Background: an optimization exercise with open tools, aiming at small area and a short achievable clock period. Do not read the settings as production practice.
Where RTL was checked, it was by simulation tests only, not by an equivalence proof against the original.
No functional check of the RTL was part of run 2.
In every run shown here, the design's own scripts or RTL, not TritonCTS, make the clock network.
The clock port is modelled as an ideal driver, which makes a skipped or thinned clock tree look cheaper than it is; a real chip needs a root buffer or a tree.
Power figures rest on the tool's default switching activity, not on a simulated workload.

--- standard.sh ---
#!/bin/bash
# synth_recipe.tcl (not shown) runs the flow's synth.tcl, then flattens the netlist and writes it again
# the make line also repeats each setting of config.mk as NAME=value (left out here)
make -C /OpenROAD-flow-scripts/flow DESIGN_CONFIG=/design/flow/config.mk WORK_HOME=/design/flow/orfs CLKGATE_MAP_FILE= SYNTH_SCRIPT=/design/flow/synth_recipe.tcl "${@:-finish}"
--- design.v ---
`default_nettype none
package videoPkg;
    typedef logic [12-1:0] pixelT;
    typedef logic [11-1:0] coordT;
endpackage
`default_nettype wire
`default_nettype none
package kernelPkg;
    localparam int SUM_WIDTH = 16;
    localparam int COEFF_WIDTH = 3;
    typedef logic signed [SUM_WIDTH-1:0] sumT;
    typedef logic signed [COEFF_WIDTH-1:0] coeffT;
endpackage
`default_nettype wire
`default_nettype none
module pixelIntake (
    input  logic            iCLK,
    input  logic            iRST,
    input  videoPkg::pixelT iPixel,
    input  logic            iValid,
    input  videoPkg::coordT iX,
    input  videoPkg::coordT iY,
    output videoPkg::pixelT oPixel,
    output logic            oValid,
    output logic            oColFar,
    output logic            oRowFar
);
    localparam videoPkg::coordT REACH = videoPkg::coordT'(3 - 1);
    always_ff @(posedge iCLK or negedge iRST) begin
        if (!iRST) begin
            oValid <= 1'b0;
        end else begin
            oValid <= iValid;
        end
    end
    always_ff @(posedge iCLK) begin
        oPixel  <= iPixel;
        oColFar <= (iX >= REACH);
        oRowFar <= (iY >= REACH);
    end
endmodule
`default_nettype wire
`default_nettype none
module rowWindow (
    input  logic            iCLK,
    input  logic            iPixel_valid,
    input  videoPkg::pixelT iPixel,
    output logic [2*16+2:1][12-1:0] oTap
);
    localparam int DEPTH = 2 * 16 + 2;
    logic [DEPTH:1][12-1:0] chain;
    always_ff @(posedge iCLK) begin
        if (iPixel_valid) begin
            chain[1] <= iPixel;
            for (int k = 2; k <= DEPTH; k++) begin
                chain[k] <= chain[k-1];
            end
        end
    end
    assign oTap = chain;
endmodule
`default_nettype wire
`default_nettype none
module sobelKernel (
    input  logic            iCLK,
    input  logic            iRST,
    input  logic            iValid,
    input  logic            iWindowFull,
    input  logic            iVerticalP,
    input  logic            iVerticalM,
    input  logic            iHorizontalP,
    input  logic            iHorizontalM,
    input  videoPkg::pixelT iP0,
    input  videoPkg::pixelT iP1,
    input  videoPkg::pixelT iP2,
    input  videoPkg::pixelT iP16,
    input  videoPkg::pixelT iP18,
    input  videoPkg::pixelT iP32,
    input  videoPkg::pixelT iP33,
    input  videoPkg::pixelT iP34,
    output videoPkg::pixelT oEdge,
    output logic            oValid
);
    localparam int PW = 12;
    localparam int GW = 12 + 3;
    videoPkg::pixelT cPlus, cMinus;
    videoPkg::pixelT tPos, tNeg;
    videoPkg::pixelT nP34;
    logic [GW-1:0] op [6];
    logic [GW-1:0] s1a, c1a, s1b, c1b, s2, c2, s3, c3;
    logic [GW-1:0] w0, w1, w2;
    logic signed [GW-1:0] g;
    logic                 v1, v2;
    logic                 f1, f2;
    logic signed [GW-1:0] mag;
    videoPkg::pixelT      satVal;
    always_ff @(posedge iCLK or negedge iRST) begin
        if (!iRST) begin
            v1 <= 1'b0;
            v2 <= 1'b0;
        end else begin
            v1 <= iValid;
            v2 <= v1;
        end
    end
    always_ff @(posedge iCLK) begin
        oValid <= v2;
    end
    assign cPlus  = iVerticalP ? iP16 : iP1;
    assign cMinus = iVerticalM ? iP18 : iP33;
    assign tPos = iP32 ^ {PW{iHorizontalP}};
    assign tNeg = ~iP2 ^ {PW{iHorizontalM}};
    assign op[0] = {1'b1, 2'b00, iP0};
    assign nP34  = ~iP34;
    assign op[1] = GW'(nP34);
    assign op[2] = GW'(tPos);
    assign op[3] = GW'(tNeg);
    assign op[4] = GW'({cPlus, 1'b0});
    assign op[5] = GW'({~cMinus, 1'b0});
    assign s1a = op[0] ^ op[1] ^ op[2];
    assign c1a = ((op[0] & op[1]) | (op[0] & op[2]) | (op[1] & op[2])) << 1 | GW'(1);
    assign s1b = op[3] ^ op[4] ^ op[5];
    assign c1b = ((op[3] & op[4]) | (op[3] & op[5]) | (op[4] & op[5])) << 1 | GW'(1);
    assign s2  = s1a ^ c1a ^ s1b;
    assign c2  = ((s1a & c1a) | (s1a & s1b) | (c1a & s1b)) << 1 | GW'(1);
    assign s3  = w0 ^ w1 ^ w2;
    assign c3  = ((w0 & w1) | (w0 & w2) | (w1 & w2)) << 1 | GW'(1);
    assign mag    = g[GW-1] ? -g : g;
    assign satVal = (mag > GW'(4095)) ? '1 : videoPkg::pixelT'(mag);
    always_ff @(posedge iCLK) begin
        w0    <= s2;
        w1    <= c2;
        w2    <= c1b;
        f1    <= iWindowFull;
        g     <= s3 + c3;
        f2    <= f1;
        oEdge <= f2 ? satVal : '0;
    end
endmodule
`default_nettype wire
`default_nettype none
module edgeDetector (
    input  logic            iCLK,
    input  logic            iRST,
    input  videoPkg::pixelT iPixel,
    input  logic            iValid,
    input  videoPkg::coordT iX,
    input  videoPkg::coordT iY,
    input  logic            iVertical,
    output videoPkg::pixelT oEdge,
    output logic            oValid
);
    localparam int W = 16;
    videoPkg::pixelT pix;
    logic            pixValid;
    logic            colFar;
    logic            rowFar;
    logic            vertical;
    logic            horizontal;
    logic            verticalA;
    logic            horizontalA;
    logic [2*W+2:1][12-1:0] tap;
    pixelIntake uIntake (
        .iCLK        (iCLK),
        .iRST        (iRST),
        .iPixel      (iPixel),
        .iValid      (iValid),
        .iX          (iX),
        .iY          (iY),
        .oPixel      (pix),
        .oValid      (pixValid),
        .oColFar     (colFar),
        .oRowFar     (rowFar)
    );
    always_ff @(posedge iCLK) begin
        vertical   <= iVertical;
        horizontal <= ~iVertical;
        if (iValid) begin
            verticalA   <= iVertical;
            horizontalA <= ~iVertical;
        end
    end
    rowWindow uHist (
        .iCLK         (iCLK),
        .iPixel_valid (pixValid),
        .iPixel       (pix),
        .oTap         (tap)
    );
    sobelKernel uKernel (
        .iCLK        (iCLK),
        .iRST        (iRST),
        .iValid      (pixValid),
        .iWindowFull (colFar & rowFar),
        .iVerticalP   (vertical),
        .iVerticalM   (verticalA),
        .iHorizontalP (horizontal),
        .iHorizontalM (horizontalA),
        .iP0         (pix),
        .iP1         (tap[1]),
        .iP2         (tap[2]),
        .iP16        (tap[W]),
        .iP18        (tap[W+2]),
        .iP32        (tap[2*W]),
        .iP33        (tap[2*W+1]),
        .iP34        (tap[2*W+2]),
        .oEdge       (oEdge),
        .oValid      (oValid)
    );
endmodule
`default_nettype wire
--- config.mk ---
export PLATFORM = sky130hd
export DESIGN_NAME = edgeDetector
export DESIGN_NICKNAME = edgeDetector
export VERILOG_FILES = /design/flow/design.v
export SDC_FILE = /design/flow/constraint.sdc
export NUM_CORES = 4
export LEC_CHECK = 0
export CAP_MARGIN = 20
export CORE_MARGIN = 2
export CORE_UTILIZATION = 60
export SLEW_MARGIN = 20
--- constraint.sdc ---
create_clock -name core_clock -period 9.0 [get_ports {iCLK}]
set_input_delay 1.8000 -clock core_clock [delete_from_list [all_inputs] [get_ports {iCLK}]]
set_output_delay 1.8000 -clock core_clock [all_outputs]
set_load 0.01 [all_outputs]
--- flow/clock_tree.tcl ---
# Sourced by the standard flow's CTS step (POST_CTS_TCL, with the step's
# own timing repair skipped). Rebuilds the clock tree that CTS made as two
# levels of inverters:
# the clock port drives NROOT root inverters, each drives the leaf
# inverters of its group, and each leaf inverter drives the registers
# of the cluster that CTS's leaf buffer drove. Then runs the timing repair
# and placement legalisation that the CTS step would have run.
set nroot $::env(CLOCK_ROOTS)
set root_cell $::env(CLOCK_ROOT_CELL)
set leaf_cell $::env(CLOCK_LEAF_CELL)
set db [ord::get_db]
set block [ord::get_db_block]
set port_net [[$block findBTerm $::env(CLOCK_PORT)] getNet]

proc out_net {inst} {
  foreach it [$inst getITerms] {
    if {[$it isOutputSignal]} { return [$it getNet] }
  }
  return ""
}
proc is_buf {inst} {
  string match "sky130_fd_sc_hd__clkbuf_*" [[$inst getMaster] getName]
}

# walk the tree from the port: buffers whose loads include a non-buffer are leaves
set leaves {}
set inner {}
set front [list $port_net]
while {[llength $front]} {
  set next {}
  foreach net $front {
    foreach it [$net getITerms] {
      if {![$it isInputSignal]} continue
      set inst [$it getInst]
      if {![is_buf $inst]} { error "clock net [$net getName] drives [$inst getName]" }
      set on [out_net $inst]
      set leaf 0
      foreach l [$on getITerms] {
        if {[$l isInputSignal] && ![is_buf [$l getInst]]} { set leaf 1 }
      }
      if {$leaf} {
        foreach l [$on getITerms] {
          if {[$l isInputSignal] && [is_buf [$l getInst]]} { error "mixed leaf [$inst getName]" }
        }
        lappend leaves $inst
      } else {
        lappend inner $inst
        lappend next $on
      }
    }
  }
  set front $next
}
puts "leaves [llength $leaves], inner [llength $inner]"

# leaf locations (cell centres)
set pts {}
foreach l $leaves {
  set bb [$l getBBox]
  lappend pts [list [expr {([$bb xMin]+[$bb xMax])/2}] [expr {([$bb yMin]+[$bb yMax])/2}]]
}

# k-means into nroot groups, seeded along the sorted x then y order
set n [llength $leaves]
set order [lsort -integer -indices [lmap p $pts {expr {[lindex $p 0]*3 + [lindex $p 1]}}]]
set cent {}
for {set g 0} {$g < $nroot} {incr g} {
  lappend cent [lindex $pts [lindex $order [expr {int(($g + 0.5) * $n / $nroot)}]]]
}
for {set iter 0} {$iter < 50} {incr iter} {
  set assign {}
  foreach p $pts {
    set best 0; set bd 1e30
    for {set g 0} {$g < $nroot} {incr g} {
      set c [lindex $cent $g]
      set d [expr {abs([lindex $p 0]-[lindex $c 0]) + abs([lindex $p 1]-[lindex $c 1])}]
      if {$d < $bd} { set bd $d; set best $g }
    }
    lappend assign $best
  }
  set newc {}
  for {set g 0} {$g < $nroot} {incr g} {
    set sx 0; set sy 0; set k 0
    foreach p $pts a $assign { if {$a == $g} { incr sx [lindex $p 0]; incr sy [lindex $p 1]; incr k } }
    if {$k} { lappend newc [list [expr {$sx/$k}] [expr {$sy/$k}]] } else { lappend newc [lindex $cent $g] }
  }
  set cent $newc
}

# remove the old inner buffers and their nets
foreach b $inner {
  set on [out_net $b]
  foreach it [$b getITerms] { if {[$it getNet] ne "NULL" && [$it getNet] ne ""} { $it disconnect } }
  odb::dbInst_destroy $b
  if {$on ne $port_net} { odb::dbNet_destroy $on }
}

set rmaster [$db findMaster $root_cell]
set lmaster [$db findMaster $leaf_cell]
set roots {}
for {set g 0} {$g < $nroot} {incr g} {
  set r [odb::dbInst_create $block $rmaster "clkroot_$g"]
  set rn [odb::dbNet_create $block "clkroot_net_$g"]
  $rn setSigType CLOCK
  set c [lindex $cent $g]
  $r setLocation [lindex $c 0] [lindex $c 1]
  $r setPlacementStatus PLACED
  [$r findITerm A] connect $port_net
  [$r findITerm Y] connect $rn
  lappend roots $rn
}
set i 0
foreach l $leaves a $assign {
  set on [out_net $l]
  set bb [$l getBBox]
  set x [$bb xMin]; set y [$bb yMin]
  foreach it [$l getITerms] { if {[$it getNet] ne "NULL" && [$it getNet] ne ""} { $it disconnect } }
  odb::dbInst_destroy $l
  set v [odb::dbInst_create $block $lmaster "clkleaf_$i"]
  $v setLocation $x $y
  $v setPlacementStatus PLACED
  [$v findITerm A] connect [lindex $roots $a]
  [$v findITerm Y] connect $on
  $on setSigType CLOCK
  incr i
}
for {set g 0} {$g < $nroot} {incr g} {
  set k 0; foreach a $assign { if {$a == $g} { incr k } }
  puts "root $g at [lindex $cent $g] drives $k leaves"
}
# the standard flow's post-CTS timing repair, now on this tree
estimate_parasitics -placement
repair_timing_helper
detailed_placement
check_placement -verbose
--- flow/run.sh ---
#!/bin/bash
# standard layout; in the CTS step the clock tree is rebuilt as two levels of
# inverters (flow/clock_tree.tcl) before the step's timing repair.
set -e
export BUFFER_PORTS_ARGS="-buffer_cell sky130_fd_sc_hd__buf_2"
export SETUP_SLACK_MARGIN=6.6
export CTS_ARGS="-sink_clustering_enable -repair_clock_nets -sink_clustering_size 32 -sink_clustering_max_diameter 120 -dont_use_dummy_load"
export SKIP_CTS_REPAIR_TIMING=1
export POST_CTS_TCL=$PWD/flow/clock_tree.tcl
export CLOCK_PORT=iCLK CLOCK_ROOTS=4
export CLOCK_ROOT_CELL=sky130_fd_sc_hd__inv_16 CLOCK_LEAF_CELL=sky130_fd_sc_hd__inv_12
bash standard.sh > standard.log 2>&1
==> results of run 1 <==
-- critical path, stage by stage, from the launching register on --
cell and delay (ns):
dfxtp_2 0.34, fa_1 0.59, ha_4 0.23, o211ai_1 0.21, o21ai_2 0.12, a211oi_2 0.32
o31ai_2 0.14, o41ai_2 0.27, xnor2_1 0.16
-- sequential cells by signal (all words and copies together) (netlist names), 12 cells and up --
signal,count
uKernel.oEdge,12
uKernel.w0,13
uKernel.g,15
uKernel.w2,12
uKernel.w1,13
uHist.chain,408
uIntake.oPixel,12
-- cells in the final DEF (no fill, tap or decap), drive strengths merged, types with 3 or more instances in the layout --
master  instances
ha             19
nand3           4
dfrtp           3
nor3            3
xnor2          26
dfxtp          84
fa             45
o41ai           3
nand2b          3
a21o            5
mux2i          12
o221ai          8
buf            59
a21oi          11
nor2           18
inv            88
edfxtp        410
nor4            5
nand2          18
mux2           12
o21ai           9
o21a            3
xor2           18
-- worst max path at each step --
stage	to	slack (ns)	cells past startpoint
floorplan	uHist.chain[0]$_DFFE_PP_	5.50	0
finish	uKernel.g[13]$_DFF_P_	6.55	8
global route	uKernel.g[13]$_DFF_P_	6.44	8
detailed placement	uKernel.g[13]$_DFF_P_	6.33	8
global placement	uKernel.g[13]$_DFF_P_	6.39	8
-- stage by stage --
step	std cells	hold WS (ns)
5_1_grt	1264	0.374
3_3_place_gp	1236	0.325
2_1_floorplan	813	0.310
6_report	1264	0.352
3_5_place_dp	1236	0.312
-- per-layer routing --
layer / global-route usage, % / wire (um)
met1: 23.8 / 10900
met5: 0 / 0
met3: 2.76 / 796
met4: 4.05 / 401
met2: 23.1 / 9940
-- cells by family after synthesis --
| family | after synthesis | synth area share (%) |
|---|---|---|
| flip-flops | 497 | 83.7 |
| buffers and inverters | 74 | 1.65 |
| adder cells (fa/ha/maj) | 64 | 6.77 |
| AND/OR/NAND/NOR | 61 | 1.89 |
| AO/OA/AOI/OAI | 49 | 2.19 |
| XOR/XNOR | 44 | 2.29 |
| multiplexers | 24 | 1.52 |
-- power breakdown --
part / leakage (nW) / total [mW] / internal (mW) / switching (mW)
sequential: 4.75 / 2.87 / 2.74 / 0.125
clock: 0.156 / 0.816 / 0.134 / 0.681
combinational: 1.58 / 1.14 / 0.524 / 0.615
total: 6.49 / 4.82 / 3.40 / 1.42
-- area by class of cell --
| type | count | area [sq um] | area share, % |
|---|---|---|---|
| Timing Repair Buffer | 59 | 405 | 2.24 |
| Tap cell | 378 | 473 | 2.61 |
| Sequential cell | 497 | 14100 | 77.8 |
| Multi-Input combinational cell | 242 | 2550 | 14.1 |
| Inverter | 88 | 596 | 3.29 |
==> metrics.md, run 1 <==
| Metric | Value |
|---|---|
| Run status | finished clean |
| Global routing usage summed across all routing layers | between 15 and 20% |
| Global-route wire length before repair | roughly 34000 um |
| Number of global-route vias before repair | 6665 |
| TNS Setup | 0 ns |
| Clock latency (worst-skew pair) | approximately 0.17 ns |
| Upper clock frequency limit | between 400 and 500 MHz |
| Arrival time of the worst setup path | around 2.5 ns |
| Top post-synthesis cells by count | edfxtp_1, dfxtp_1, inv_1 |
| Site row count | between 60 and 70 |
| Top FF cell, synth | edfxtp_1 |
| Minimum setup slack after placement | approximately 6.3 ns |
| Setup repair after global routing missed its margin | yes |
| Reported max-cap violation count | 0 |
| Period utilisation layout | between 20% and 30% |
| Initial Utilization | between 60% and 70% |
| Area of the core | 27700 sq um |
| Number of synthesized register bits | approximately 500 |
| Height of the die | 171 um |
| Mean instance size in the synthesized netlist | between 20 and 25 sq um |
| Final-report setup violation count | 0 |
| Area overhead of the layout relative to synthesis | 7.67% |
| Top post-synthesis cells by area | edfxtp_1, dfxtp_1, fa_1 |
| Portion of the post-synthesis area used by sequential elements | a little over four fifths |
| R2r worst-path depth | 8 |
| TritonCTS sink count | 497 |
| Slack of the worst reg-to-reg path | ~6.5 ns |
| Async set-reset flop share out of synthesis | less than 1% |
| Number of violations reported at the end of detailed-routing iteration 0 | just under 500 |
| Worst setup EP type | flip-flop |
| Pin slew with the least headroom to its limit | 0.815 ns |
| Clock transition at the register clock pins on the worst setup and hold paths after CTS | between 0.1 and 0.15 ns |
| Hold path startpoint | uKernel.f1$_DFF_P_ |
| Min setup slack post-route | roughly 6.5 ns |
| Via density per instance | approximately 5.2 |
| Dpl cell area | between 15000 and 20000 sq um |
| Number of ports placed on the die boundary | slightly above 50 |
| Share of Yosys cell area claimed by the top area cell type | 73.2% |
| Type of the tightest min-delay check | flip-flop to flip-flop |
| Slew Limit Headroom | a little under half |
| Final critical delay including setup and external delays | 2.45 ns |
| Final wirelength | ~22000 um |
| Overall power of the completed layout | about 4.8 mW |
| R2r startpoint | uKernel.w2[2]$_DFF_P_ |
| Remaining global-route overflow | 0 |
| Initial antenna violation count | 1 |
| Maximum number of pins on one net before global-route repair | roughly 230 |
| Post-synth EDFFs | 410 |
| Ant. Diodes | 0 |
| Final GP Congestion | about 0.75 |
| CP startpoint kind | flip-flop |
| Total power density per cell area | 266 nW/um^2 |
| Number of nets at the end of the flow | 990 |
| Leak Pwr | 6.49 nW |
| Cell count after synthesis | between 800 and 900 |
| Design area | ~18000 sq um |
| Count of final hold-check violations | 0 |
| Die Width | ~170 um |
| Critical path startpoint | uKernel.w2[2]$_DFF_P_ |
| # port buffers | 48 |
| Vias after detailed routing | 6600 |
| Post-detailed-route DRC marker count | 0 |
| Maximum clock skew at final layout | roughly 0.032 ns |
| Average wire per standard cell | around 17 um |
| Worst R2R End | uKernel.g[13]$_DFF_P_ |
| Required time of the worst setup path | slightly above 9 ns |
| Synth Warn # | 5 |
| Antenna Nets Post-Route | 0 |
| Number of stages on the worst hold path | 0 |
| Type of the worst setup path | flip-flop to flip-flop |
| Maximum fanout along the worst path | 4 |
| Library cell with the largest summed area after synthesis | edfxtp_1 |
| Count of distinct cell types in the synthesized netlist | 45 |
| Hold-critical path endpoint | uKernel.f2$_DFF_P_ |
| Netlist area before placement | about 17000 sq um |
| Final HPWL from detailed placement | 12900 um |
| Total Die Area | around 29000 sq um |
| Share of post-route cells with drive strength above 1 | 13.7% |
| Final Max Slew Viols | 0 |
| Layout filler cell count | 1855 |
| Number of nets in the synthesized netlist | 915 |
| Most frequent cell after synthesis | edfxtp_1 |
| Number of optimization iterations in the first detailed-route pass | 4 |
| Core utilization of the finished layout | 65.3% |
| Max VDD drop | 0.156 mV |
==> run 2, diff against run 1 <==
--- a/design.v
+++ b/design.v
@@ -41,7 +41,9 @@
 endmodule
 `default_nettype wire
 `default_nettype none
-module rowWindow (
+module rowWindow #(
+    parameter int INV_FROM = 16 + 1
+) (
     input  logic            iCLK,
     input  logic            iPixel_valid,
     input  videoPkg::pixelT iPixel,
@@ -53,7 +55,7 @@
         if (iPixel_valid) begin
             chain[1] <= iPixel;
             for (int k = 2; k <= DEPTH; k++) begin
-                chain[k] <= chain[k-1];
+                chain[k] <= (k == INV_FROM) ? ~chain[k-1] : chain[k-1];
             end
         end
     end
@@ -74,18 +76,17 @@
     input  videoPkg::pixelT iP1,
     input  videoPkg::pixelT iP2,
     input  videoPkg::pixelT iP16,
-    input  videoPkg::pixelT iP18,
-    input  videoPkg::pixelT iP32,
-    input  videoPkg::pixelT iP33,
-    input  videoPkg::pixelT iP34,
+    input  videoPkg::pixelT iN18,
+    input  videoPkg::pixelT iN32,
+    input  videoPkg::pixelT iN33,
+    input  videoPkg::pixelT iN34,
     output videoPkg::pixelT oEdge,
     output logic            oValid
 );
     localparam int PW = 12;
     localparam int GW = 12 + 3;
-    videoPkg::pixelT cPlus, cMinus;
+    videoPkg::pixelT cPlus, nMinus;
     videoPkg::pixelT tPos, tNeg;
-    videoPkg::pixelT nP34;
     logic [GW-1:0] op [6];
     logic [GW-1:0] s1a, c1a, s1b, c1b, s2, c2, s3, c3;
     logic [GW-1:0] w0, w1, w2;
@@ -107,16 +108,15 @@
         oValid <= v2;
     end
     assign cPlus  = iVerticalP ? iP16 : iP1;
-    assign cMinus = iVerticalM ? iP18 : iP33;
-    assign tPos = iP32 ^ {PW{iHorizontalP}};
-    assign tNeg = ~iP2 ^ {PW{iHorizontalM}};
+    assign nMinus = iVerticalM ? iN18 : iN33;
+    assign tPos = iN32 ^ {PW{iVerticalP}};
+    assign tNeg = iP2 ^ {PW{iVerticalM}};
     assign op[0] = {1'b1, 2'b00, iP0};
-    assign nP34  = ~iP34;
-    assign op[1] = GW'(nP34);
+    assign op[1] = GW'(iN34);
     assign op[2] = GW'(tPos);
     assign op[3] = GW'(tNeg);
     assign op[4] = GW'({cPlus, 1'b0});
-    assign op[5] = GW'({~cMinus, 1'b0});
+    assign op[5] = GW'({nMinus, 1'b0});
     assign s1a = op[0] ^ op[1] ^ op[2];
     assign c1a = ((op[0] & op[1]) | (op[0] & op[2]) | (op[1] & op[2])) << 1 | GW'(1);
     assign s1b = op[3] ^ op[4] ^ op[5];
@@ -199,10 +199,10 @@
         .iP1         (tap[1]),
         .iP2         (tap[2]),
         .iP16        (tap[W]),
-        .iP18        (tap[W+2]),
-        .iP32        (tap[2*W]),
-        .iP33        (tap[2*W+1]),
-        .iP34        (tap[2*W+2]),
+        .iN18        (tap[W+2]),
+        .iN32        (tap[2*W]),
+        .iN33        (tap[2*W+1]),
+        .iN34        (tap[2*W+2]),
         .oEdge       (oEdge),
         .oValid      (oValid)
     );
==> flow/run.sh (replaced) <==
#!/bin/bash
# standard layout up to CTS; the clock tree is then rebuilt as two levels of
# inverters (flow/clock_tree.tcl); then the standard layout runs on to the end.
set -e
export BUFFER_PORTS_ARGS="-buffer_cell sky130_fd_sc_hd__buf_2"
export SETUP_SLACK_MARGIN=6.65
export CTS_ARGS="-sink_clustering_enable -repair_clock_nets -sink_clustering_size 32 -sink_clustering_max_diameter 120 -dont_use_dummy_load"
bash standard.sh cts > standard_cts.log 2>&1
RES=$PWD/orfs/results/$FLOW_PLATFORM/edgeDetector/base
CTS_ODB=$RES/4_1_cts.odb CLOCK_PORT=iCLK CLOCK_ROOTS=4 \
  CLOCK_ROOT_CELL=sky130_fd_sc_hd__inv_16 CLOCK_LEAF_CELL=sky130_fd_sc_hd__inv_12 \
  openroad -no_init -exit flow/clock_tree.tcl > clock_tree.log 2>&1
rm -f $RES/4_cts.odb
bash standard.sh > standard.log 2>&1
--- a/flow/clock_tree.tcl
+++ b/flow/clock_tree.tcl
@@ -1,13 +1,12 @@
-# Sourced by the standard flow's CTS step (POST_CTS_TCL, with the step's
-# own timing repair skipped). Rebuilds the clock tree that CTS made as two
-# levels of inverters:
+# Rebuild the clock tree that CTS made as two levels of inverters:
 # the clock port drives NROOT root inverters, each drives the leaf
 # inverters of its group, and each leaf inverter drives the registers
-# of the cluster that CTS's leaf buffer drove. Then runs the timing repair
-# and placement legalisation that the CTS step would have run.
+# of the cluster that CTS's leaf buffer drove.
+set db_file $::env(CTS_ODB)
 set nroot $::env(CLOCK_ROOTS)
 set root_cell $::env(CLOCK_ROOT_CELL)
 set leaf_cell $::env(CLOCK_LEAF_CELL)
+read_db $db_file
 set db [ord::get_db]
 set block [ord::get_db_block]
 set port_net [[$block findBTerm $::env(CLOCK_PORT)] getNet]
@@ -128,8 +127,6 @@
   set k 0; foreach a $assign { if {$a == $g} { incr k } }
   puts "root $g at [lindex $cent $g] drives $k leaves"
 }
-# the standard flow's post-CTS timing repair, now on this tree
-estimate_parasitics -placement
-repair_timing_helper
 detailed_placement
-check_placement -verbose
+check_placement
+write_db $db_file
==> run 2 against run 1 <==
Still clean on timing, DRC and antenna. Fmax is 1.4% higher. Final cell count decreased by 3.2%. Clock skew rose by 0.013 ns. Design area down 0.81%.
==> metrics.md, run 2 <==
| Metric | Value |
|---|---|
| Combinational cell fraction of total power | 24.4% |
| Number of ports placed on the die boundary | 51 |
| Max VDD drop | 0.148 mV |
| # port buffers | between 40 and 50 |
| Share of post-route cells with drive strength above 1 | 15.4% |
| Die Width | 171 um |
| Register name with the most flops | uHist.chain |
| Mean instance size in the synthesized netlist | between 20 and 25 sq um |
| Top FF cell, synth | edfxtp_1 |
| TritonCTS sink count | between 400 and 500 |
| Reg power frac | 58.9% |
| Via density per instance | between 5 and 6 |
| Count of final hold-check violations | 0 |
| Number of global-route vias before repair | ~6400 |
| Number of optimization iterations in the first detailed-route pass | 4 |
| Global-route wire length before repair | between 30000 and 40000 um |
| Initial antenna violation count | 0 |
| Type of the worst setup path | flip-flop to primary output |
| Arrival time of the worst setup path | around 0.62 ns |
| Largest delay contributor family on the critical path | flip-flops |
| Clock power share | between 15 and 20% |
| Initial Utilization | 60.6% |
| Remaining global-route overflow | 0 |
| CP Buf/Inv Count | 1 |
| Top post-synthesis cells by count | edfxtp_1, dfxtp_1, fa_1 |
| Core utilization of the finished layout | roughly 65% |
| Worst setup EP type | primary output |
| Setup repair after global routing missed its margin | yes |
| Portion of the post-synthesis area used by sequential elements | between 80% and 90% |
| Final critical delay including setup and external delays | 2.42 ns |
| Design internal power | ~3.4 mW |
| Number of nets in the synthesized netlist | 883 |
| Maximum clock skew at final layout | about 0.045 ns |
| Final-report setup violation count | 0 |
| Net switching power | about 1.5 mW |
| Slew Limit Headroom | 33.8% |
| Critical path startpoint | uKernel.oEdge[2]$_SDFF_PN0_ |
| Area of the core | 27600 sq um |
| CP startpoint kind | flip-flop |
| Antenna Nets Post-Route | 0 |
| Share of Yosys cell area claimed by the top area cell type | about three quarters |
| Design area | 18000 sq um |
| Max stage delay cell, worst path | dfxtp_1 |
| Leak Pwr | 6.22 nW |
| Area overhead of the layout relative to synthesis | 7.30% |
| Global routing usage summed across all routing layers | 14.9% |
| FF+latch area | approximately 14000 sq um |
| Period utilisation layout | between 20% and 30% |
| Async set-reset flop share out of synthesis | less than 1% |
| Vias after detailed routing | between 6000 and 7000 |
| Final wirelength | 21400 um |
| Number of violations reported at the end of detailed-routing iteration 0 | 622 |
| Count of distinct cell types in the synthesized netlist | between 50 and 60 |
| TNS Setup | 0 ns |
| Library cell with the largest summed area after synthesis | edfxtp_1 |
| Top post-synthesis cells by area | edfxtp_1, dfxtp_1, fa_1 |
| Average wire per standard cell | between 15 and 20 um |
| Final HPWL from detailed placement | roughly 13000 um |
| Clock latency (worst-skew pair) | 0.16 ns |
| Post-detailed-route DRC marker count | 0 |
| R2r startpoint | uKernel.w0[4]$_DFF_P_ |
| Pin slew with the least headroom to its limit | just under 1 ns |
| Final Max Slew Viols | 0 |
| Height of the die | between 150 and 200 um |
| Longest individual stage delay on the worst path | ~0.33 ns |
| Net switching share of the total power | about 30% |
| Number of synthesized register bits | 495 |
| Fin Hold WS | about 0.31 ns |
| Dpl cell area | around 17000 sq um |
| Leading cell types in the layout, fill and taps excluded | edfxtp_1, dfxtp_1, fa_1, buf_2, xor2_1 |
| Number of flip-flops in the largest register | roughly 410 |
| Synth Warn # | 5 |
| Maximum number of pins on one net before global-route repair | between 150 and 200 |
| Total area of multi-input combinational cells | about 2700 sq um |
| Final GP Congestion | 0.864 |
| Post-synth EDFFs | roughly 410 |
| Type of the tightest min-delay check | flip-flop to flip-flop |
| Total power density per cell area | about 270 nW/um^2 |
| Cell count after synthesis | approximately 780 |
| Netlist area before placement | about 17000 sq um |
| Total Die Area | 29200 sq um |
| Hold path startpoint | uKernel.v1$_DFF_PN0_ |
| Layout filler cell count | around 1900 |
| Run status | finished clean |
| Most common cell after layout, fill and taps aside | edfxtp_1 |
| Ant. Diodes | 0 |
| Number of nets at the end of the flow | about 950 |
| Site row count | 61 |
| Largest registers in the final layout | uHist.chain: 408 flops, uKernel.g: 15 flops |
| Maximum fanout along the worst path | 1 |
| Clock transition at the register clock pins on the worst setup and hold paths after CTS | around 0.11 ns |
| Required time of the worst setup path | between 7 and 8 ns |
| Upper clock frequency limit | approximately 410 MHz |
| Most frequent cell after synthesis | edfxtp_1 |
| Reported max-cap violation count | 0 |
| CP cell instances | buf_2 |
==> run 2: metal layers <==
layer,wire [um],track usage (%)
met3,758,2.22
met5,0,0
met1,10900,23.8
met4,416,4.68
met2,9340,21.5
==> run 2: what timing repair did <==
action                                  in CTS  in global routing
endpoints found under the setup margin      15                 19
hold buffers                                 0                  0
pin swaps                                    1                 12
resized for setup                            6                 20
setup buffers                                0                  2
==> run 2: cell type report <==
| cell class | count | share of cell area, % |
|---|---|---|
| well taps | 378 | 2.63 |
| multi-input cells | 250 | 15.0 |
| repair buffers | 55 | 1.85 |
| flip-flops and latches | 495 | 78.1 |
| inverters | 45 | 2.42 |
==> run 2: worst paths after layout <==
kind | end | slack [ns] | cells past startpoint
max | oEdge[2] | 6.58 | 1
min | uKernel.v2$_DFF_PN0_ | 0.31 | 0
max reg2reg | uKernel.g[14]$_DFF_P_ | 6.64 | 7
min reg2reg | uKernel.v2$_DFF_PN0_ | 0.31 | 0
max in group asynchronous | uKernel.v1$_DFF_PN0_ | 7.43 | 1
min in group asynchronous | uIntake.oValid$_DFF_PN0_ | 1.41 | 1
==> run 2: power groups by stage <==
stage	clock network (mW)	registers [mW]	logic [mW]
floorplan	0	2.92	0.775
global placement	0	2.91	1.01
detailed placement	0	2.92	1.03
CTS	1.02	2.87	1.07
global route	0.935	2.90	1.34
finish	0.815	2.87	1.19
==> run 2: logic make-up after synthesis <==
kind of cell               count (synthesis)  share of synthesized area (%)
xor gates and xnor gates                  42                           2.20
AOI/OAI and AO/OA                         52                           2.47
DFF                                      495                           83.8
buffers and inverters                     36                          0.867
muxes                                     25                           1.67
adders and majority gates                 64                           6.80
and+or+nand+nor                           67                           2.21
==> run 2: per-stage QoR <==
stage          std cells  setup WS [ns]  power [mW]
3_3_place_gp        1201           6.52        3.91
2_1_floorplan        781           5.50        3.70
5_1_grt             1223           6.55        5.17
4_1_cts             1220           6.19        4.97
3_5_place_dp        1201           6.48        3.95
6_report            1223           6.58        4.88
==> run 3, diff against run 2 <==
--- a/design.v
+++ b/design.v
@@ -70,8 +70,6 @@
     input  logic            iWindowFull,
     input  logic            iVerticalP,
     input  logic            iVerticalM,
-    input  logic            iHorizontalP,
-    input  logic            iHorizontalM,
     input  videoPkg::pixelT iP0,
     input  videoPkg::pixelT iP1,
     input  videoPkg::pixelT iP2,
@@ -156,9 +154,7 @@
     logic            colFar;
     logic            rowFar;
     logic            vertical;
-    logic            horizontal;
     logic            verticalA;
-    logic            horizontalA;
     logic [2*W+2:1][12-1:0] tap;
     pixelIntake uIntake (
         .iCLK        (iCLK),
@@ -173,11 +169,9 @@
         .oRowFar     (rowFar)
     );
     always_ff @(posedge iCLK) begin
-        vertical   <= iVertical;
-        horizontal <= ~iVertical;
+        vertical <= iVertical;
         if (iValid) begin
-            verticalA   <= iVertical;
-            horizontalA <= ~iVertical;
+            verticalA <= iVertical;
         end
     end
     rowWindow uHist (
@@ -191,10 +185,8 @@
         .iRST        (iRST),
         .iValid      (pixValid),
         .iWindowFull (colFar & rowFar),
-        .iVerticalP   (vertical),
-        .iVerticalM   (verticalA),
-        .iHorizontalP (horizontal),
-        .iHorizontalM (horizontalA),
+        .iVerticalP  (vertical),
+        .iVerticalM  (verticalA),
         .iP0         (pix),
         .iP1         (tap[1]),
         .iP2         (tap[2]),
==> run 3 against run 2 <==
Global-route usage is the same. Die area is the same. Synthesized cell count unchanged. Total power unchanged. Sequential cell count stayed put. Via count stayed put. Clock skew stayed put. Critical endpoint unchanged. Largest cell class unchanged.
==> metrics.md, run 3 <==
| Metric | Value |
|---|---|
| Number of nets at the end of the flow | around 950 |
| Final critical delay including setup and external delays | between 2 and 2.5 ns |
| Number of optimization iterations in the first detailed-route pass | 4 |
| Share of synthesized cell area in full adder, half adder and majority cells | slightly below 7% |
| R2r startpoint | uKernel.w0[4]$_DFF_P_ |
| CP startpoint kind | flip-flop |
| Capturing element of the worst setup path | oEdge[2] |
| Upper clock frequency limit | 414 MHz |
| Count of distinct cell types in the synthesized netlist | 58 |
| Arrival time of the worst setup path | roughly 0.62 ns |
| Clock latency (worst-skew pair) | around 0.16 ns |
| Number of global-route vias before repair | 6389 |
| Ant. Diodes | 0 |
| Initial Utilization | between 60% and 70% |
| Period utilisation layout | between 20% and 30% |
| TNS Setup | 0 ns |
| Final Max Slew Viols | 0 |
| Cell count after synthesis | slightly below 800 |
| Global-route wire length before repair | approximately 34000 um |
| Combinational cell fraction of total power | 24.4% |
| Leading cell types in the layout, fill and taps excluded | edfxtp_1, dfxtp_1, fa_1, buf_2, xor2_1 |
| Pin slew with the least headroom to its limit | a little under 1 ns |
| Final-report setup violation count | 0 |
| TritonCTS sink count | a little under 500 |
| Vias after detailed routing | between 6000 and 7000 |
| Required time of the worst setup path | roughly 7 ns |
| Final HPWL from detailed placement | approximately 13000 um |
| Maximum number of pins on one net before global-route repair | ~190 |
| Initial antenna violation count | 0 |
| R2r worst-path depth | 7 |
| Most frequent cell after synthesis | edfxtp_1 |
| Async set-reset flop share out of synthesis | 0.606% |
| Maximum clock skew at final layout | 0.0449 ns |
| Largest registers in the final layout | uHist.chain: 408 flops, uKernel.g: 15 flops |
| Synth Warn # | 5 |
| Final GP Congestion | about 0.86 |
| Max VDD drop | 0.148 mV |
| Portion of the post-synthesis area used by sequential elements | between 80% and 90% |
| Post-Synth XOR/XNOR Area | between 2 and 2.5% |
| Worst setup EP type | primary output |
| Remaining global-route overflow | 0 |
| Top post-synthesis cells by count | edfxtp_1, dfxtp_1, fa_1 |
| Dominant combinational cell family by area after synthesis | adder cells |
| Type of the worst setup path | flip-flop to primary output |
| Leak Pwr | between 6 and 7 nW |
| Area of the core | about 28000 sq um |
| Layout filler cell count | 1879 |
| Design internal power | ~3.4 mW |
| CP Buf/Inv Count | 1 |
| Worst R2R End | uKernel.g[14]$_DFF_P_ |
| Via density per instance | 5.32 |
| Post-detailed-route DRC marker count | 0 |
| Number of synthesized register bits | 495 |
| Multiplexer area fraction after synthesis | between 1.5 and 2% |
| Final wirelength | approximately 21000 um |
| Number of ports placed on the die boundary | a little over 50 |
| Number of logic stages on the critical path including buffering | 1 |
| Simple-Gate Fraction of Synth Area | 2.21% |
| Reported max-cap violation count | 0 |
| Share of post-route cells with drive strength above 1 | between 10% and 20% |
| Run status | finished clean |
| Total Die Area | 29200 sq um |
| Core utilization of the finished layout | between 60% and 70% |
| Site row count | between 60 and 70 |
| Critical path startpoint | uKernel.oEdge[2]$_SDFF_PN0_ |
| Library cell with the largest summed area after synthesis | edfxtp_1 |
| Height of the die | 171 um |
| Net switching share of the total power | 29.8% |
| Type of the tightest min-delay check | flip-flop to flip-flop |
| Count of final hold-check violations | 0 |
| Antenna Nets Post-Route | 0 |
| Number of violations reported at the end of detailed-routing iteration 0 | slightly above 600 |
| Setup repair after global routing missed its margin | yes |
| # port buffers | 48 |
| Post-synth EDFFs | just over 400 |
| Slack of the worst reg-to-reg path | 6.64 ns |
| Clock power share | between 15 and 20% |
| Area overhead of the layout relative to synthesis | 7.30% |
| Register name with the most flops | uHist.chain |
| Slew Limit Headroom | 33.8% |
| Max stage delay cell, worst path | dfxtp_1 |
| Maximum fanout along the worst path | 1 |
| Mean instance size in the synthesized netlist | between 20 and 25 sq um |
| Number of nets in the synthesized netlist | around 880 |
| Net switching power | 1.45 mW |
| Total power density per cell area | approximately 270 nW/um^2 |
| Netlist area before placement | 16700 sq um |
| Top FF cell, synth | edfxtp_1 |
| Die Width | ~170 um |
| Average wire per standard cell | 17.5 um |
| Global routing usage summed across all routing layers | 14.9% |
| Longest individual stage delay on the worst path | 0.33 ns |
| Clock transition at the register clock pins on the worst setup and hold paths after CTS | 0.11 ns |
| Share of the synthesized area in compound gates (AO/OA/AOI/OAI) | 2.47% |
| Top post-synthesis cells by area | edfxtp_1, dfxtp_1, fa_1 |
| Number of flip-flops in the largest register | 408 |
| Share of Yosys cell area claimed by the top area cell type | between 70% and 80% |
| Most common cell after layout, fill and taps aside | edfxtp_1 |
| CP cell instances | buf_2 |
| Largest delay contributor family on the critical path | flip-flops |
| Reg power frac | about three fifths |
## run 3: cell counts after synthesis
Identical to the previous run, type by type.
## run 3: per-layer routing
metal | global-route usage (%) | wire length, um
met4 | 4.68 | 416
met5 | 0 | 0
met1 | 23.8 | 10900
met2 | 21.5 | 9340
met3 | 2.22 | 758
## run 3: metrics by stage
step                total power [mW]  hold slack, ns  cells  setup WS [ns]  cell area (sq um)
CTS                             4.97           0.315   1220           6.19              18000
finish                          4.88           0.307   1223           6.58              18000
detailed placement              3.95           0.317   1201           6.48              17400
global route                    5.17           0.320   1223           6.55              18000
floorplan                       3.70           0.310    781           5.50              16700
global placement                3.91           0.325   1201           6.52              17400
## run 3: cell type report
type,instances,area [sq um],area share [%]
multi-input combinational,250,2690,15.0
sequential,495,14000,78.1
inverter,45,434,2.42
tap,378,473,2.63
timing repair buffer,55,332,1.85
## run 3: logic make-up (layout without fill, tap and decap cells)
group           Yosys count  after routing
fa+ha+maj                64             64
compound gates           52             52
buf+inv                  36            100
mux                      25             25
xor+xnor                 42             42
flops                   495            495
simple gates             67             67
## run 3: power groups by stage
stage	clock (mW)	sequential [mW]	combinational [mW]
after floorplan	0	2.92	0.775
after global placement	0	2.91	1.01
after detailed placement	0	2.92	1.03
after CTS	1.02	2.87	1.07
after global routing	0.935	2.90	1.34
final	0.815	2.87	1.19
## run 3: how the worst min path moves through the flow
stage	start	end	cells after the start
2_1_floorplan	uKernel.f1$_DFF_P_	uKernel.f2$_DFF_P_	0
3_3_place_gp	uKernel.f1$_DFF_P_	uKernel.f2$_DFF_P_	0
3_5_place_dp	uKernel.f1$_DFF_P_	uKernel.f2$_DFF_P_	0
4_1_cts	uKernel.v1$_DFF_PN0_	uKernel.v2$_DFF_PN0_	0
5_1_grt	uKernel.v1$_DFF_PN0_	uKernel.v2$_DFF_PN0_	0
6_report	uKernel.v1$_DFF_PN0_	uKernel.v2$_DFF_PN0_	0
## run 3: repair_timing
item,in CTS,in global routing
setup endpoints to repair,15,19
setup buffers,0,2
resized for setup,6,20
pin swaps,1,12
hold buffers,0,0
cloned,0,0
==> run 4, diff against run 3 <==
--- a/flow/run.sh
+++ b/flow/run.sh
@@ -1,6 +1,7 @@
 #!/bin/bash
 # standard layout up to CTS; the clock tree is then rebuilt as two levels of
-# inverters (flow/clock_tree.tcl); then the standard layout runs on to the end.
+# inverters and the input port buffers made buf_1 (flow/clock_tree.tcl);
+# then the standard layout runs on to the end.
 set -e
 export BUFFER_PORTS_ARGS="-buffer_cell sky130_fd_sc_hd__buf_2"
 export SETUP_SLACK_MARGIN=6.65
@@ -9,6 +10,7 @@
 RES=$PWD/orfs/results/$FLOW_PLATFORM/edgeDetector/base
 CTS_ODB=$RES/4_1_cts.odb CLOCK_PORT=iCLK CLOCK_ROOTS=4 \
   CLOCK_ROOT_CELL=sky130_fd_sc_hd__inv_16 CLOCK_LEAF_CELL=sky130_fd_sc_hd__inv_12 \
+  INPUT_BUFFER_CELL=sky130_fd_sc_hd__buf_1 \
   openroad -no_init -exit flow/clock_tree.tcl > clock_tree.log 2>&1
 rm -f $RES/4_cts.odb
 bash standard.sh > standard.log 2>&1
--- a/flow/clock_tree.tcl
+++ b/flow/clock_tree.tcl
@@ -1,7 +1,8 @@
 # Rebuild the clock tree that CTS made as two levels of inverters:
 # the clock port drives NROOT root inverters, each drives the leaf
 # inverters of its group, and each leaf inverter drives the registers
-# of the cluster that CTS's leaf buffer drove.
+# of the cluster that CTS's leaf buffer drove. Optionally sets the cell of
+# the input port buffers.
 set db_file $::env(CTS_ODB)
 set nroot $::env(CLOCK_ROOTS)
 set root_cell $::env(CLOCK_ROOT_CELL)
@@ -127,6 +128,24 @@
   set k 0; foreach a $assign { if {$a == $g} { incr k } }
   puts "root $g at [lindex $cent $g] drives $k leaves"
 }
+# input port buffers: the smaller cell INPUT_BUFFER_CELL names
+if {[info exists ::env(INPUT_BUFFER_CELL)]} {
+  set ibm [$db findMaster $::env(INPUT_BUFFER_CELL)]
+  set k 0
+  foreach bt [$block getBTerms] {
+    if {[$bt getIoType] ne "INPUT"} continue
+    set net [$bt getNet]
+    if {$net eq "NULL" || $net eq "" || $net eq $port_net} continue
+    foreach it [$net getITerms] {
+      set inst [$it getInst]
+      if {[string match "input*" [$inst getName]] && [string match "sky130_fd_sc_hd__buf_*" [[$inst getMaster] getName]]} {
+        $inst swapMaster $ibm
+        incr k
+      }
+    }
+  }
+  puts "input buffers now $::env(INPUT_BUFFER_CELL): $k"
+}
 detailed_placement
 check_placement
 write_db $db_file
==> run 4 against run 3 <==
Sequential share of layout area rose by 0.19 points. Still clean on timing, DRC and antenna. Via count barely moved. Total power barely moved. Largest cell class unchanged.
==> metrics.md, run 4 <==
| Metric | Value |
|---|---|
| Number of violations reported at the end of detailed-routing iteration 0 | between 600 and 700 |
| Type of the tightest min-delay check | flip-flop to flip-flop |
| Remaining global-route overflow | 0 |
| Via density per instance | between 5 and 6 |
| Pin slew with the least headroom to its limit | approximately 0.99 ns |
| Total Die Area | a little under 30000 sq um |
| Final-report setup violation count | 0 |
| Height of the die | between 150 and 200 um |
| Number of ports placed on the die boundary | 51 |
| TritonCTS sink count | between 400 and 500 |
| Maximum clock skew at final layout | between 0.04 and 0.05 ns |
| Slew Limit Headroom | 33.8% |
| Die Width | ~170 um |
| Initial Utilization | between 60% and 70% |
| # port buffers | between 40 and 50 |
| Type of the worst setup path | flip-flop to primary output |
| Worst setup EP type | primary output |
| Total power density per cell area | ~270 nW/um^2 |
| Share of post-route cells with drive strength above 1 | 11.2% |
| Vias after detailed routing | 6500 |
| Global-route wire length before repair | 33600 um |
| Required time of the worst setup path | about 7.2 ns |
| Area overhead of the layout relative to synthesis | 7.04% |
| Number of nets in the synthesized netlist | around 900 |
| Leading cell types in the layout, fill and taps excluded | edfxtp_1, dfxtp_1, fa_1 |
| Post-synth EDFFs | 409 |
| Hold path startpoint | uKernel.v1$_DFF_PN0_ |
| Number of flip-flops in the largest register | 408 |
| CP Buf/Inv Count | 1 |
| Cell count after synthesis | roughly 780 |
| Top post-synthesis cells by area | edfxtp_1, dfxtp_1, fa_1 |
| Largest delay contributor family on the critical path | flip-flops |
| Post-detailed-route DRC marker count | 0 |
| Maximum number of pins on one net before global-route repair | around 190 |
| Final wirelength | between 20000 and 25000 um |
| Final HPWL from detailed placement | around 13000 um |
| Share of Yosys cell area claimed by the top area cell type | 73.4% |
| Layout filler cell count | around 1900 |
| Ant. Diodes | 0 |
| Longest individual stage delay on the worst path | between 0.3 and 0.4 ns |
| Site row count | 61 |
| Critical path startpoint | uKernel.oEdge[2]$_SDFF_PN0_ |
| Library cell with the largest summed area after synthesis | edfxtp_1 |
| Count of final hold-check violations | 0 |
| Netlist area before placement | approximately 17000 sq um |
| Period utilisation layout | 26.8% |
| Top post-synthesis cells by count | edfxtp_1, dfxtp_1, fa_1 |
| Global routing usage summed across all routing layers | between 10% and 20% |
| Register name with the most flops | uHist.chain |
| Async set-reset flop share out of synthesis | less than 1% |
| Clock latency (worst-skew pair) | 0.16 ns |
| Largest registers in the final layout | uHist.chain: 408 flops, uKernel.g: 15 flops |
| Number of optimization iterations in the first detailed-route pass | 4 |
| Portion of the post-synthesis area used by sequential elements | a little over four fifths |
| R2r startpoint | uKernel.w0[4]$_DFF_P_ |
| Number of nets at the end of the flow | between 900 and 1000 |
| Final critical delay including setup and external delays | between 2 and 2.5 ns |
| Number of global-route vias before repair | 6389 |
| Arrival time of the worst setup path | just over 0.6 ns |
| Count of distinct cell types in the synthesized netlist | 58 |
| Most common cell after layout, fill and taps aside | edfxtp_1 |
| Top FF cell, synth | edfxtp_1 |
| Number of synthesized register bits | slightly below 500 |
| CP startpoint kind | flip-flop |
| Antenna Nets Post-Route | 0 |
| Run status | finished clean |
| Initial antenna violation count | 0 |
| Synth Warn # | 5 |
| Hold-fix buffers at CTS | 0 |
| Upper clock frequency limit | between 400 and 500 MHz |
| Maximum fanout along the worst path | 1 |
| TNS Setup | 0 ns |
| Final GP Congestion | 0.864 |
| Max VDD drop | around 0.15 mV |
| Average wire per standard cell | roughly 18 um |
| Mean instance size in the synthesized netlist | about 21 sq um |
| Final Max Slew Viols | 0 |
| CP cell instances | buf_2 |
| Reported max-cap violation count | 0 |
| Leak Pwr | 6.12 nW |
| Max stage delay cell, worst path | dfxtp_1 |
| Clock transition at the register clock pins on the worst setup and hold paths after CTS | 0.11 ns |
| Area of the core | 27600 sq um |
| Most frequent cell after synthesis | edfxtp_1 |
| Setup repair after global routing missed its margin | yes |
| Fin Hold WS | 0.307 ns |
## run 4: final cells by class
type                       count  area, sq um  area share [%]
inverter                      45          434            2.42
multi-input combinational    250         2690            15.0
tap                          378          473            2.64
sequential                   495        14000            78.3
timing repair buffer          55          288            1.61
## run 4: stage by stage
step                util (%)  cells  area (sq um)  power [mW]  setup slack, ns
floorplan                  -    781         16700        3.70             5.50
global placement        63.2   1201         17400        3.91             6.52
detailed placement      63.2   1201         17400        3.95             6.48
CTS                     65.0   1220         18000        4.97             6.19
global route            64.8   1223         17900        5.17             6.55
finish                  64.8   1223         17900        4.88             6.59
## run 4: worst paths after layout
kind                                       endpoint  slack (ns)  cells after the start
min                            uKernel.v2$_DFF_PN0_        0.31                      0
max                                        oEdge[2]        6.59                      1
max reg2reg                   uKernel.g[14]$_DFF_P_        6.64                      7
max in group asynchronous      uKernel.v1$_DFF_PN0_        7.37                      1
min in group asynchronous  uIntake.oValid$_DFF_PN0_        1.42                      1
min reg2reg                    uKernel.v2$_DFF_PN0_        0.31                      0
## run 4: per-layer routing
layer  GRT usage (%)  wire [um]
met1            23.8      10900
met2            21.5       9360
met3            2.22        764
met4            4.68        411
met5               0          0
## run 4: what timing repair did
| item | in CTS | in global routing |
|---|---|---|
| resized for setup | 6 | 20 |
| pin swaps | 1 | 12 |
| setup buffers | 0 | 2 |
| endpoints found under the setup margin | 15 | 19 |
## run 4: logic make-up after synthesis
kind of cell               synth area share [%]
AOI/OAI and AO/OA                          2.47
xor gates and xnor gates                   2.20
adders and majority gates                  6.80
buffers and inverters                     0.867
DFF                                        83.8
muxes                                      1.67
and+or+nand+nor                            2.21
## run 4: power by group
| group | switching (mW) | internal (mW) |
|---|---|---|
| clock network | 0.681 | 0.134 |
| registers | 0.136 | 2.74 |
| logic | 0.638 | 0.550 |
==> run 5, diff against run 4 <==
--- a/config.mk
+++ b/config.mk
@@ -5,6 +5,7 @@
 export SDC_FILE = /design/flow/constraint.sdc
 export NUM_CORES = 4
 export LEC_CHECK = 0
+export ABC_AREA = 1
 export CAP_MARGIN = 20
 export CORE_MARGIN = 2
 export CORE_UTILIZATION = 60
==> run 5 against run 4 <==
Via count increased by 0.95%. Critical path type unchanged. Final cell count is 4.0% higher. Critical path depth unchanged. Area after synthesis decreased by 0.19%. Sequential cell count is the same. Largest cell class unchanged. Total power down 4.1%. Routed wire length grew 0.70%. Highest routed layer unchanged. Sequential share of layout area up 0.50 points. Worst hold slack improved by 0.042 ns. Global-route usage rose by 0.12 points.
==> metrics.md, run 5 <==
| Metric | Value |
|---|---|
| Vias after detailed routing | between 6000 and 7000 |
| Count of final hold-check violations | 0 |
| Number of stages on the worst hold path | 0 |
| Type of the worst setup path | flip-flop to primary output |
| Ant. Diodes | 0 |
| Upper clock frequency limit | approximately 410 MHz |
| CP cell instances | buf_2 |
| Final wirelength | ~22000 um |
| Library cell with the largest summed area after synthesis | edfxtp_1 |
| Final-report setup violation count | 0 |
| Via density per instance | between 5 and 6 |
| Final critical delay including setup and external delays | around 2.4 ns |
| Final HPWL from detailed placement | about 13000 um |
| Pin slew with the least headroom to its limit | between 0.7 and 0.8 ns |
| Top post-synthesis cells by count | edfxtp_1, dfxtp_1, inv_1 |
| Slew Limit Headroom | a little under half |
| Longest individual stage delay on the worst path | roughly 0.32 ns |
| Top FF cell, synth | edfxtp_1 |
| Reported max-cap violation count | 0 |
| Number of global-route vias before repair | 6575 |
| Post-synth EDFFs | between 400 and 500 |
| Max stage delay cell, worst path | dfxtp_2 |
| Die Width | ~170 um |
| Number of nets in the synthesized netlist | between 900 and 1000 |
| Post-detailed-route DRC marker count | 0 |
| Number of violations reported at the end of detailed-routing iteration 0 | between 500 and 600 |
| TritonCTS sink count | roughly 500 |
| Run status | finished clean |
| Height of the die | around 170 um |
| Number of nets at the end of the flow | 998 |
| Final GP Congestion | approximately 0.85 |
| Period utilisation layout | approximately 27% |
| Most frequent cell after synthesis | edfxtp_1 |
| R2r startpoint | uKernel.w2[3]$_DFF_P_ |
| Slack of the worst reg-to-reg path | 6.82 ns |
| Maximum clock skew at final layout | around 0.035 ns |
| Minimum setup slack after placement | between 5 and 6 ns |
| Share of Yosys cell area claimed by the top area cell type | roughly 74% |
| Hold path startpoint | uKernel.f1$_DFF_P_ |
| Count of distinct cell types in the synthesized netlist | 31 |
| R2r worst-path depth | 10 |
| Global routing usage summed across all routing layers | between 10% and 20% |
| Antenna Nets Post-Route | 0 |
| Top post-synthesis cells by area | edfxtp_1, dfxtp_1, fa_1 |
| Clock latency (worst-skew pair) | roughly 0.17 ns |
| Synth Warn # | 5 |
| Number of flip-flops in the largest register | 408 |
| CP startpoint kind | flip-flop |
| Largest delay contributor family on the critical path | flip-flops |
| Register name with the most flops | uHist.chain |
| Netlist area before placement | approximately 17000 sq um |
| Maximum number of pins on one net before global-route repair | 113 |
| Mean instance size in the synthesized netlist | between 20 and 25 sq um |
| Cell count after synthesis | 829 |
| Initial antenna violation count | 0 |
| Type of the tightest min-delay check | flip-flop to flip-flop |
| Final Max Slew Viols | 0 |
| Leak Pwr | 6.30 nW |
| Min setup slack post-route | approximately 6.6 ns |
| Global-route wire length before repair | about 34000 um |
| Total Die Area | 29200 sq um |
| Portion of the post-synthesis area used by sequential elements | between 80% and 90% |
| Arrival time of the worst setup path | about 0.6 ns |
| Clock transition at the register clock pins on the worst setup and hold paths after CTS | approximately 0.10 ns |
| Area overhead of the layout relative to synthesis | 6.52% |
| Design area | 17800 sq um |
| Setup repair after global routing missed its margin | yes |
| Share of post-route cells with drive strength above 1 | approximately 8.4% |
| Maximum fanout along the worst path | 1 |
| Number of optimization iterations in the first detailed-route pass | 4 |
| Initial Utilization | between 60% and 70% |
| Worst R2R End | uKernel.g[12]$_DFF_P_ |
| Worst setup EP type | primary output |
| Number of ports placed on the die boundary | 51 |
| CP Buf/Inv Count | 1 |
| Max VDD drop | 0.180 mV |
| Required time of the worst setup path | roughly 7.2 ns |
| Area of the core | between 20000 and 30000 sq um |
| Dpl cell area | roughly 17000 sq um |
| TNS Setup | 0 ns |
| Site row count | 61 |
| Most common cell after layout, fill and taps aside | edfxtp_1 |
| Total power density per cell area | between 200 and 300 nW/um^2 |
| Number of synthesized register bits | approximately 500 |
| Hold-critical path endpoint | uKernel.f2$_DFF_P_ |
| Largest registers in the final layout | uHist.chain: 408 flops, uKernel.g: 15 flops |
| Async set-reset flop share out of synthesis | less than 1% |
| # port buffers | 48 |
| Remaining global-route overflow | 0 |
| Fin Hold WS | between 0.3 and 0.4 ns |
| Average wire per standard cell | between 15 and 20 um |
| Leading cell types in the layout, fill and taps excluded | edfxtp_1, dfxtp_1, inv_1 |
## run 5: cell families after synthesis
logic type                 share of synthesized area, %
and+or+nand+nor                                    2.61
muxes                                             0.809
DFF                                                83.9
buffers and inverters                              1.47
adders and majority gates                          6.82
xor gates and xnor gates                           2.36
AOI/OAI and AO/OA                                  2.00
## run 5: how the worst max path moves through the flow
stage,depth (start not counted),slack (ns),end,from
after floorplan,0,5.50,uHist.chain[0]$_DFFE_PP_,uIntake.oValid$_DFF_PN0_
after global placement,2,6.06,uHist.chain[383]$_DFFE_PP_,uIntake.oValid$_DFF_PN0_
after detailed placement,2,5.91,uHist.chain[347]$_DFFE_PP_,uIntake.oValid$_DFF_PN0_
after CTS,1,6.19,oValid,uKernel.oValid$_DFF_P_
after global routing,1,6.55,oEdge[3],uKernel.oEdge[3]$_SDFF_PN0_
final,1,6.59,oEdge[7],uKernel.oEdge[7]$_SDFF_PN0_
## run 5: where the power goes
part / leakage, nW / internal [mW] / switching (mW)
combinational: 1.41 / 0.410 / 0.613
sequential: 4.73 / 2.73 / 0.109
clock: 0.156 / 0.134 / 0.688
## run 5: through the flow
step	utilization, %	power [mW]	cells
floorplan	-	3.65	829
global placement	63.0	3.87	1250
detailed placement	63.0	3.91	1250
CTS	65.0	4.89	1271
global route	64.4	4.97	1272
finish	64.4	4.68	1272
## run 5: metal layers
| metal | routed length, um | track usage [%] |
|---|---|---|
| met5 | 0 | 0 |
| met4 | 420 | 3.50 |
| met1 | 10700 | 23.1 |
| met2 | 9720 | 22.7 |
| met3 | 726 | 3.08 |
## run 5: final cells by class
type	instances	area, sq um
sequential	495	14000
fill	1942	9840
multi-input combinational	273	2450
timing repair buffer	55	315
tap	378	473
inverter	71	532
## run 5: what timing repair did
action	in CTS	in global routing
endpoints found under the setup margin	236	67
resized for setup	5	5
cloned	1	0
buffers inserted	1	0
hold buffers	0	0
==> run 6, diff against run 5 <==
--- a/flow/run.sh
+++ b/flow/run.sh
@@ -4,7 +4,7 @@
 # then the standard layout runs on to the end.
 set -e
 export BUFFER_PORTS_ARGS="-buffer_cell sky130_fd_sc_hd__buf_2"
-export SETUP_SLACK_MARGIN=6.65
+export SETUP_SLACK_MARGIN=6.55
 export CTS_ARGS="-sink_clustering_enable -repair_clock_nets -sink_clustering_size 32 -sink_clustering_max_diameter 120 -dont_use_dummy_load"
 bash standard.sh cts > standard_cts.log 2>&1
 RES=$PWD/orfs/results/$FLOW_PLATFORM/edgeDetector/base
==> run 6 against run 5 <==
Sequential power barely moved. Global-route usage about the same. Critical path depth did not move. Synthesized cell count unchanged. Sequential cell count did not move. Register-to-register slack worse by 0.03 ns. Final cell count unchanged. Critical endpoint unchanged. Largest power group unchanged.
==> metrics.md, run 6 <==
| Metric | Value |
|---|---|
| Hold-fix buffers at CTS | 0 |
| Number of nets at the end of the flow | approximately 1000 |
| Maximum number of pins on one net before global-route repair | 113 |
| Reported max-cap violation count | 0 |
| Top post-synthesis cells by count | edfxtp_1, dfxtp_1, inv_1 |
| Share of Yosys cell area claimed by the top area cell type | roughly three quarters |
| Vias after detailed routing | about 6600 |
| Upper clock frequency limit | approximately 410 MHz |
| Synth Warn # | 5 |
| Number of synthesized register bits | a little under 500 |
| Type of the tightest min-delay check | flip-flop to flip-flop |
| Most common cell after layout, fill and taps aside | edfxtp_1 |
| Slew Limit Headroom | 46.7% |
| FF+latch area | between 10000 and 15000 sq um |
| Required time of the worst setup path | between 7 and 8 ns |
| Max VDD drop | 0.180 mV |
| Cell count after synthesis | roughly 830 |
| Average wire per standard cell | roughly 17 um |
| Total area of multi-input combinational cells | between 2000 and 2500 sq um |
| Post-synth EDFFs | approximately 410 |
| Clock latency (worst-skew pair) | 0.17 ns |
| Final GP Congestion | between 0.8 and 0.9 |
| Portion of the post-synthesis area used by sequential elements | between 80% and 90% |
| Design area | 17800 sq um |
| Maximum fanout along the worst path | 1 |
| TNS Setup | 0 ns |
| Most frequent cell after synthesis | edfxtp_1 |
| Area of the core | about 28000 sq um |
| Final Max Slew Viols | 0 |
| CP Buf/Inv Count | 1 |
| Period utilisation layout | a little over a quarter |
| Largest registers in the final layout | uHist.chain: 408 flops, uKernel.g: 15 flops |
| Worst setup EP type | primary output |
| CP cell instances | buf_2 |
| Arrival time of the worst setup path | 0.61 ns |
| Run status | finished clean |
| Initial Utilization | roughly 60% |
| # port buffers | between 40 and 50 |
| Global routing usage summed across all routing layers | between 10% and 20% |
| Share of post-route cells with drive strength above 1 | between 8 and 9% |
| Number of nets in the synthesized netlist | between 900 and 1000 |
| Post-detailed-route DRC marker count | 0 |
| Fin Hold WS | between 0.3 and 0.4 ns |
| Mean instance size in the synthesized netlist | approximately 20 sq um |
| Top FF cell, synth | edfxtp_1 |
| Final wirelength | 21600 um |
| Min setup slack post-route | 6.59 ns |
| Total Die Area | between 20000 and 30000 sq um |
| Number of flip-flops in the largest register | ~410 |
| CP startpoint kind | flip-flop |
| Final-report setup violation count | 0 |
| Leak Pwr | 6.30 nW |
| Maximum clock skew at final layout | between 0.03 and 0.04 ns |
| Library cell with the largest summed area after synthesis | edfxtp_1 |
| Max stage delay cell, worst path | dfxtp_2 |
| Minimum setup slack after placement | 5.91 ns |
| Height of the die | 171 um |
| Longest individual stage delay on the worst path | around 0.32 ns |
| Area overhead of the layout relative to synthesis | 6.53% |
| Final critical delay including setup and external delays | around 2.4 ns |
| Largest delay contributor family on the critical path | flip-flops |
| Dpl cell area | around 17000 sq um |
| Initial antenna violation count | 0 |
| Count of distinct cell types in the synthesized netlist | 31 |
| Netlist area before placement | around 17000 sq um |
| Number of ports placed on the die boundary | a little over 50 |
| Layout filler cell count | around 1900 |
| Number of global-route vias before repair | roughly 6600 |
| Antenna Nets Post-Route | 0 |
| Async set-reset flop share out of synthesis | less than 1% |
| Ant. Diodes | 0 |
| Clock transition at the register clock pins on the worst setup and hold paths after CTS | about 0.1 ns |
| Type of the worst setup path | flip-flop to primary output |
| Pin slew with the least headroom to its limit | between 0.8 and 0.9 ns |
| Via density per instance | 5.17 |
| Die Width | between 150 and 200 um |
| Leading cell types in the layout, fill and taps excluded | edfxtp_1, dfxtp_1, inv_1 |
| Final HPWL from detailed placement | about 13000 um |
| Count of final hold-check violations | 0 |
| Register name with the most flops | uHist.chain |
| Setup repair after global routing missed its margin | no |
| Global-route wire length before repair | between 30000 and 40000 um |
| Top post-synthesis cells by area | edfxtp_1, dfxtp_1, fa_1 |
| TritonCTS sink count | around 500 |
| Remaining global-route overflow | 0 |
| Core utilization of the finished layout | approximately 64% |
| Number of violations reported at the end of detailed-routing iteration 0 | ~630 |
| Site row count | ~60 |
| Total power density per cell area | 263 nW/um^2 |
| Number of optimization iterations in the first detailed-route pass | 4 |
run 6: worst paths after layout:
| check | from | end | slack, ns | cells after the start |
|---|---|---|---|---|
| max | uKernel.oEdge[7]$_SDFF_PN0_ | oEdge[7] | 6.59 | 1 |
| min | uKernel.f1$_DFF_P_ | uKernel.f2$_DFF_P_ | 0.35 | 0 |
| max reg2reg | uIntake.oValid$_DFF_PN0_ | uHist.chain[343]$_DFFE_PP_ | 6.79 | 2 |
| min reg2reg | uKernel.f1$_DFF_P_ | uKernel.f2$_DFF_P_ | 0.35 | 0 |
| max in group asynchronous | iRST | uIntake.oValid$_DFF_PN0_ | 7.36 | 1 |
| min in group asynchronous | iRST | uIntake.oValid$_DFF_PN0_ | 1.44 | 1 |
run 6: timing repair:
| item | CTS | global route |
|---|---|---|
| endpoints found under the setup margin | 236 | 99 |
| gates cloned | 1 | 0 |
| setup buffers | 1 | 0 |
| gates resized for setup | 4 | 4 |
run 6: cells by family after synthesis:
kind of cell             Yosys count  share of synthesized area (%)
adder cells (fa/ha/maj)           64                           6.82
AND/OR/NAND/NOR                   98                           2.61
XOR/XNOR                          45                           2.36
multiplexers                      12                          0.809
AO/OA/AOI/OAI                     54                           2.00
buffers and inverters             61                           1.47
flip-flops                       495                           83.9
run 6: report_power, final:
group / switching [mW] / internal (mW) / total, mW
sequential: 0.109 / 2.73 / 2.83
combinational: 0.611 / 0.409 / 1.02
clock: 0.687 / 0.134 / 0.821
run 6: final cells by class:
type                    instances  share of cell area, %
inverters                      71                   2.99
well taps                     378                   2.66
multi-input cells             273                   13.7
flip-flops and latches        495                   78.8
repair buffers                 55                   1.80
run 6: stage by stage:
stage	total power, mW	std cells
CTS	4.89	1271
global route	4.96	1272
floorplan	3.65	829
global placement	3.87	1250
detailed placement	3.91	1250
finish	4.68	1272
run 6: layer usage:
metal	track usage [%]	wire length (um)	vias up
li1	-	-	3106
met1	23.1	10700	3349
met2	22.7	9700	91
met3	3.08	729	25
met4	3.50	420	0
met5	0	0	-

static timing again, ports no longer ideal:
How much do the figures lean on ideal ports? The routed layouts below were timed once more, with nothing changed but the port constraints.
Step 1 sets driving cells, clkbuf_16 on the clock port and buf_2 on the other inputs (assumed; they add their load-dependent delay and slew).
Step 2 times the ports against the registers' clock, not the clock port: input delays grow and output delays shrink by t, the midpoint of the rising clock arrivals with the driver on.
Slacks: ideal / step 1 / step 2; pairs: ideal / step 1.
run | shift t [ns] | setup slack, ns | worst register clock-pin slew, ns
run 1 | 0.362 | 6.550 / 6.375 / 6.542 | 0.11 / 0.11
run 2 | 0.354 | 6.584 / 6.378 / 6.530 | 0.11 / 0.11
run 3 | 0.354 | 6.584 / 6.378 / 6.530 | 0.11 / 0.11
run 4 | 0.354 | 6.585 / 6.379 / 6.553 | 0.11 / 0.11
run 5 | 0.362 | 6.590 / 6.383 / 6.577 | 0.11 / 0.11
run 6 | 0.362 | 6.590 / 6.383 / 6.577 | 0.11 / 0.11
After both steps setup and hold are still met in every run listed.
